This design comes from an exercise in tuning for small area and few clock cycles per item on the open sky130 flow, not from production work.
Function was not checked in any run shown here: the RTL went through the layout flow alone.

## flow/design.v (module list and top-level ports; edited modules follow where they fit)
// module mac_prime2r: 762 lines
// module mac_benc: 13 lines
// module mac_inv: 6 lines
// module mac_xor2: 7 lines
// module mac_xfer: 8 lines
// module mac_nmaj: 8 lines
// module mac_ao21: 8 lines
// module mac_and2: 7 lines
// module mac_nand2: 7 lines
// module mac_o22ai: 9 lines
// module mac_fa: 10 lines
// module mac_ha: 9 lines
// module mac_xnor: 7 lines
// module mac_or: 7 lines
// module mac_nmux2: 8 lines
module mac_prime2r #(
  parameter int MAX_TERMS = 1024,
  parameter int CNT_W     = 11
) (
  input  logic         clk,
  input  logic         rst_n,
  input  logic         in_valid,
  output logic         in_ready,
  input  logic         in_last,
  input  logic [23:0]  a,
  input  logic [23:0]  b,
  output logic         out_valid,
  input  logic         out_ready,
  output logic [69:0]  c,
  output logic         err
);
  // ...
==> flow/flow/run.sh <==
#!/bin/bash
# Own layout flow: the standard flow (standard.sh), with the standard
# synthesis unchanged, then the layout steps with a few extra ORFS settings
# read from flow/knobs.txt (one VAR=value per line):
#  - port buffers are plain buffers instead of the default delay-cell choice,
#  - optional extra repair/recovery settings.
# Each step's full output goes to its own log file in this folder.
set -euo pipefail
here=$(pwd)
knobs=()
if [[ -f flow/knobs.txt ]]; then
  while IFS= read -r line; do
    [[ -z "$line" || "$line" == \#* ]] && continue
    knobs+=("$line")
  done < flow/knobs.txt
fi
bash standard.sh synth > "$here/flow_synth.log" 2>&1
bash standard.sh "${knobs[@]}" finish > "$here/flow_layout.log" 2>&1
test -s out/final.def
==> flow/flow/knobs.txt <==
BUFFER_PORTS_ARGS=-buffer_cell sky130_fd_sc_hd__buf_1
REMOVE_ABC_BUFFERS=1
==> flow/standard.sh <==
#!/bin/bash
# synth_recipe.tcl (not shown) runs the flow's synth.tcl, then flattens the netlist and writes it again
# the make line also repeats each setting of config.mk as NAME=value (left out here)
make -C /OpenROAD-flow-scripts/flow DESIGN_CONFIG=/design/flow/config.mk WORK_HOME=/design/flow/orfs CLKGATE_MAP_FILE= SYNTH_SCRIPT=/design/flow/synth_recipe.tcl "${@:-finish}"
==> flow/config.mk <==
export PLATFORM = sky130hd
export DESIGN_NAME = mac_prime2r
export DESIGN_NICKNAME = mac_prime2r
export VERILOG_FILES = /design/flow/design.v
export SDC_FILE = /design/flow/constraint.sdc
export NUM_CORES = 4
export LEC_CHECK = 0
export CAP_MARGIN = 0
export CORE_MARGIN = 2
export CORE_UTILIZATION = 65
export CTS_BUF_LIST = sky130_fd_sc_hd__clkbuf_8 sky130_fd_sc_hd__clkbuf_16
export GPL_TIMING_DRIVEN = 0
export SLEW_MARGIN = 0
export SYNTH_HIERARCHICAL = 1
==> flow/constraint.sdc <==
create_clock -name core_clock -period 8.0 [get_ports {clk}]
set_input_delay 1.6000 -clock core_clock [delete_from_list [all_inputs] [get_ports {clk}]]
set_output_delay 1.6000 -clock core_clock [all_outputs]
set_load 0.01 [all_outputs]
==> impl_metrics.yaml, run 1 <==
worst_setup_path:
  path_buf_inv: 4
  r2r_slack_ps: 990
  r2r_cells: 25
  r2r_end: "acc_r[45]"
layout:
  inverters: 115
  buf_share_pct: 5.04
  final_area_sq_mm: 0.0194
  num-clock-buffers: 9
  fillers: 1903
  final_cell_mix: "295 x xor2_1, 288 x fa_1, 254 x o22ai_1, 112 x buf_1, 110 x xnor2_1"
  multi_input_gates: 1496
  nNonClkBuffers: 158
die:
  fp.dieW_um: 165
  n_tap_cell: 335
detailed_routing:
  wl_met3_mm: 6.40
  vias_per_cell: 6.70
  routed_wl_mm: 54.4
  drt_pass1_iterations: 6
  ant_nets: 0
logic_synthesis:
  synthTopCellsByCount: "303 x xor2_1, 302 x fa_1, 276 x o22ai_1"
  synth_top_area_share_pct: 35.7
clock_tree:
  root_buffer: "clkbuf_16"
  cts.path.max_buffers: 2
  ctsHtreeMaxLevel: 3
  numCtsBuffers: 9
  clock_sinks: 83
  clkTransAtPathRegs_ps: 80
grt:
  grt_util_met1_pct: 51.8
  gr-usage-all-layers_pct: 40.0
placed_design:
  gp_congestion: 0.954
  hpwl_mm: 38.0
  place_inst: 2156
  placed_area_sq_mm: 0.0181
sta:
  finalHoldViolCount: 0
  post-route-min-period_ps: 7890
worst_hold_path:
  hold_path.class: "flip-flop to flip-flop"
  hold_start: "cnt_r[6]"
outcome:
  outcome: "complete, no violations"
==> inputs of run 2 (changes only) <==
--- a/flow/design.v
+++ b/flow/design.v
@@ -25,24 +25,29 @@
   logic        clr_r;         
   assign in_ready   = ~out_valid_r | out_ready;
   assign in_xfer_s  = in_valid & in_ready;
   assign acc_keep_s = ~((out_valid_r & out_ready) | clr_r);
   assign out_valid  = out_valid_r;
   assign c          = acc_r;
   logic [47:0] nacc;
   assign nacc = ~(acc_r[47:0] & {48{acc_keep_s}});
+  logic [2:0] xfer_e;
+  for (genvar g = 0; g < 3; g++) begin : g_xfer
+    mac_xfer u_xfer (.in_valid(in_valid), .out_valid(out_valid_r), .out_ready(out_ready),
+                     .xfer(xfer_e[g]));
+  end
   logic [11:0] bo_neg;
   logic [11:0] bo_none, bo_ntwo, bo_nneg;    
   logic [25:0] b_ext;
   assign b_ext = {1'b0, b, 1'b0};         
   for (genvar k = 0; k < 12; k++) begin : g_booth
     assign bo_neg[k] = b_ext[2*k+2];
     for (genvar e = 0; e < 1; e++) begin : g_enc
-      mac_benc u_enc (.b2(b_ext[2*k+2]), .b1(b_ext[2*k+1]), .b0(b_ext[2*k]), .xfer(in_xfer_s),
+      mac_benc u_enc (.b2(b_ext[2*k+2]), .b1(b_ext[2*k+1]), .b0(b_ext[2*k]), .xfer(xfer_e[k/4]),
                       .none(bo_none[k*1+e]), .ntwo(bo_ntwo[k*1+e]),
                       .nneg(bo_nneg[k*1+e]));
     end
   end
   logic [23:0] na [3];
   for (genvar g = 0; g < 3; g++) begin : g_na
     for (genvar i = 0; i < 24; i++) begin : g_bit
       mac_inv u_inv (.x(a[i]), .y(na[g][i]));
@@ -56,17 +61,17 @@
       localparam int E = (i * 1) / 24;
       logic sel;
       mac_o22ai u_sel (.a1(na[k/4][i]), .a2(bo_none[k*1+E]),
                        .b1(na[k/4][i-1]), .b2(bo_ntwo[k*1+E]), .y(sel));
       mac_xor2 u_neg (.x(sel), .y(bo_nneg[k*1+E]), .s(nbp[k*25+i]));
     end
   end
   logic [23:0] nbt;
-  assign nbt = ~(~na[2] & {24{b[23] & in_xfer_s}});
+  assign nbt = ~(~na[2] & {24{b[23] & xfer_e[2]}});
   logic [301:0] fs, fc;
   logic [7:0] hs, hc;
   logic [31:0] ns, nc;
   mac_xnor u_nhs0 (.x(nacc[22]), .y(~bo_neg[11]), .s(ns[0]));
   mac_or u_nhc0 (.x(nacc[22]), .y(~bo_neg[11]), .c(nc[0]));
   mac_xnor u_nhs1 (.x(nacc[23]), .y(nbp[23]), .s(ns[1]));
   mac_or u_nhc1 (.x(nacc[23]), .y(nbp[23]), .c(nc[1]));
   mac_fa u_fa0 (.x(nacc[24]), .y(nbt[0]), .z(nbp[24]), .s(fs[0]), .c(fc[0]));
==> flow/config.mk (replaced) <==
export PLATFORM = sky130hd
export DESIGN_NAME = mac_prime2r
export DESIGN_NICKNAME = mac_prime2r
export VERILOG_FILES = /design/flow/design.v
export SDC_FILE = /design/flow/constraint.sdc
export NUM_CORES = 4
export LEC_CHECK = 0
export CAP_MARGIN = 10
export CORE_MARGIN = 2
export CORE_UTILIZATION = 60
export CTS_BUF_LIST = sky130_fd_sc_hd__clkbuf_8 sky130_fd_sc_hd__clkbuf_16
export GPL_TIMING_DRIVEN = 0
export SLEW_MARGIN = 10
export SYNTH_HIERARCHICAL = 1
==> impl_metrics.yaml, run 2 <==
worst_hold_path:
  hold_path.class: "flip-flop to flip-flop"
  hold_path_depth: 1
die:
  io_pins: 126
  fp.dieW_um: 173
  start_util_pct: 61.2
  rows: 61
  dieHeight_um: 173
  core_sq_mm: 0.0279
  die_area_sq_mm: 0.0298
layout:
  top_register: "acc_r"
  syn_to_final_growth_pct: 13.0
  regArea_sq_mm: 0.00168
  final_cell_mix: "302 x fa_1, 301 x xor2_1, 269 x o22ai_1, 111 x buf_1, 110 x xnor2_1"
  top_regs: "acc_r x70, cnt_r x10"
  utilization_pct: 69.2
  antennaDiodeCount: 0
  nets: 2273
  mostFrequentLayoutCell: "fa_1"
  largest_register_ffs: 70
  drive_gt1_share_pct: 9.28
  fillers: 2263
  multiInputGateArea_sq_mm: 0.0154
grt:
  grt_max_degree: 25
  grt-busiest-layer: "met2"
  use_met3_pct: 8.31
  antenna_found_initial: 0
  grt_pass1_vias: 15000
  grt-ovfl-total: 0
  grtUsageMet2_pct: 57.4
  grt_util_met1_pct: 45.0
  gr-usage-all-layers_pct: 35.1
  grt_pass1_wl_mm: 81.7
logic_synthesis:
  ys_ff_latch: 83
  synth.distinct_cells: 46
  async_reset_ff_share_pct: 3.61
  synth_area_sq_mm: 0.0171
  synth.most_common_cell: "xor2_1"
  yosysTopAreaCell: "fa_1"
  ys_warn_count: 8
  ys.flop_type: "dfxtp_1"
  synth.avg_cell_area_sq_um: 10.0
  synth.area.top_cells: "fa_1 35%, xor2_1 16%, o22ai_1 10%"
  synth_edf_count: 0
  ys_seq_area_share_pct: 9.84
  syn_inst: 1699
  synthTopCellsByCount: "306 x xor2_1, 302 x fa_1, 276 x o22ai_1"
  synth_top_area_share_pct: 35.4
sta:
  slew-limit-headroom_pct: 16.7
  finalSetupViolations: 0
  tightest_slew_ps: 1250
  fmax_ghz: 0.128
  finalMaxSlewViolations: 0
  clock_skew_ps: 17.2
  post-route-min-period_ps: 7810
  finalHoldViolCount: 0
  finalCritPeriodShare_pct: 97.7
detailed_routing:
  drt_iter0_drc: 1356
  vias: 14200
  drc_errors: 0
  routedWlPerCell_um: 23.0
  routed_wl_mm: 51.5
  ant_nets: 0
  vias_per_cell: 6.31
  drt_pass1_iterations: 5
clock_tree:
  clkTransAtPathRegs_ps: 90
  cts.path.max_buffers: 2
  root_buffer: "clkbuf_16"
  ctsHtreeMaxLevel: 3
  numCtsBuffers: 9
  clock_sinks: 83
  cts_hold_buffers: 0
  tritoncts: "done"
  clkLatencyLatePin_ps: 380
worst_setup_path:
  setup.worst_path.start: "b[9]"
  cp.arrival_ps: 8120
  start_kind: "input port"
  cp-end-kind: "flip-flop"
  r2r_end: "acc_r[45]"
  path_cells: "buf_2 -> inv_1 -> xor2_1 -> fa_1 -> fa_1 -> fa_1 -> fa_1 -> fa_1 -> ha_1 -> and2_1 -> and2_1 -> and2_1 -> a21o_4 -> a21o_4 -> a21o_1 -> a21o_1 -> a21o_1 -> a21o_1 -> a21o_1 -> xnor2_1"
  critPathMaxFanout: 23
  r2r_cells: 21
  crit_path_end: "acc_r[45]"
  cp.required_ps: 8300
  path_class: "input port to flip-flop"
  r2r_slack_ps: 1020
  critPathSlowestCell: "inv_1"
  crit_path_max_incr_delay_ps: 950
  timing.rr.start: "out_valid_r"
placed_design:
  gp_congestion: 0.930
  hpwl_mm: 38.7
  port_buffers: 125
outcome:
  outcome: "complete, no violations"
job:
  cap_violations: 0
run 2: area by class of cell:
cell class,count,share of cell area (%)
multi-input cells,1498,79.8
flip-flops and latches,83,8.70
repair buffers,155,5.07
well taps,378,2.45
inverters,107,2.20
clock buffers,9,1.17
clock inverters,7,0.487
repair inverters,5,0.130
run 2: what timing repair did:
action                                  4_1_cts  5_1_grt
endpoints found under the setup margin       50       26
gates cloned                                  4        2
gates resized for setup                      56       55
pin swaps                                     1        8
setup buffers                                 6        6
run 2: worst min path at each step:
stage                   from  slack, ps  endpoint
floorplan           cnt_r[1]        450  cnt_r[1]
global placement       err_r        450     err_r
detailed placement     err_r        460     err_r
CTS                 cnt_r[1]        480  cnt_r[1]
global route           err_r        500     err_r
finish                 err_r        470     err_r
run 2: routing by layer:
layer / vias up / share of wire [%]
met5: - / 0
met4: 0 / 4.7
met3: 178 / 10
met2: 838 / 47
met1: 6955 / 38
li1: 6185 / -
run 2: kinds of logic (layout without fill, tap and decap cells):
logic type / after synthesis / count (layout) / synth area share (%)
muxes: 22 / 22 / 1.29
adders and majority gates: 361 / 361 / 39.8
DFF: 83 / 83 / 9.84
and+or+nand+nor: 303 / 303 / 10.0
xor gates and xnor gates: 416 / 416 / 21.4
other: 1 / 4 / 0.0220
buffers and inverters: 122 / 283 / 2.82
AOI/OAI and AO/OA: 391 / 392 / 14.9
run 2: per-module statistics from Yosys, one instance, submodules excluded, excerpt:
module,times used,cells,flops+latches
mac_or,32,1,0
mac_o22ai,276,1,0
mac_nmux2,22,1,0
mac_ha,56,1,0
mac_inv,72,1,0
mac_nmaj,4,2,0
mac_ao21,82,1,0
mac_fa,302,1,0
mac_xor2,276,1,0
run 2: metrics by stage:
step / setup WS [ps] / cells / hold WS [ps] / setup TNS, ps / cell area [sq um]
after global placement: -3450 / 2190 / 455 / -146680 / 17900
after floorplan: -818 / 1687 / 449 / -21710 / 17000
final: 187 / 2242 / 471 / 0 / 19300
after detailed placement: -2320 / 2206 / 459 / -81440 / 18300
after CTS: 19.0 / 2232 / 476 / 0 / 18900
after global routing: -2.86 / 2242 / 501 / -2.86 / 19300
run 2: critical path, delay by kind of cell:
family / cells / cell delay, ps
fa+ha+maj: 6 / 2900
compound gates: 7 / 1510
buf+inv: 2 / 1180
simple gates: 3 / 500
xor+xnor: 2 / 420

==> re-timing with driven ports <==
The results above use ideal ports. As a check the final layouts listed here were re-extracted and re-timed, cells and wires unchanged. Step 1: set_driving_cell puts a clkbuf_16 on clk and a buf_2 on each other input, an assumption about the parent block. Step 2, shift: input delay + t, output delay - t, t = (earliest + latest rising clock arrival at the registers) / 2. This alone moves slack from input paths to output paths. Slacks: ideal ports / drivers / drivers and shift; pairs: ideal ports / drivers.
run	t, ns	setup WS [ns]	clock arrival spread, ns	pins driven straight from the clock port
run 1	0.414	0.112 / 0.135 / -0.280	0.012 / 0.013	1
run 2	0.428	0.187 / 0.214 / -0.215	0.017 / 0.017	1
With both steps, setup timing fails in run 1 and run 2, where it was met with ideal ports. For run 2, which loses most, drivers alone change the setup slack by +0.027 ns; drivers and shift together by -0.402 ns.
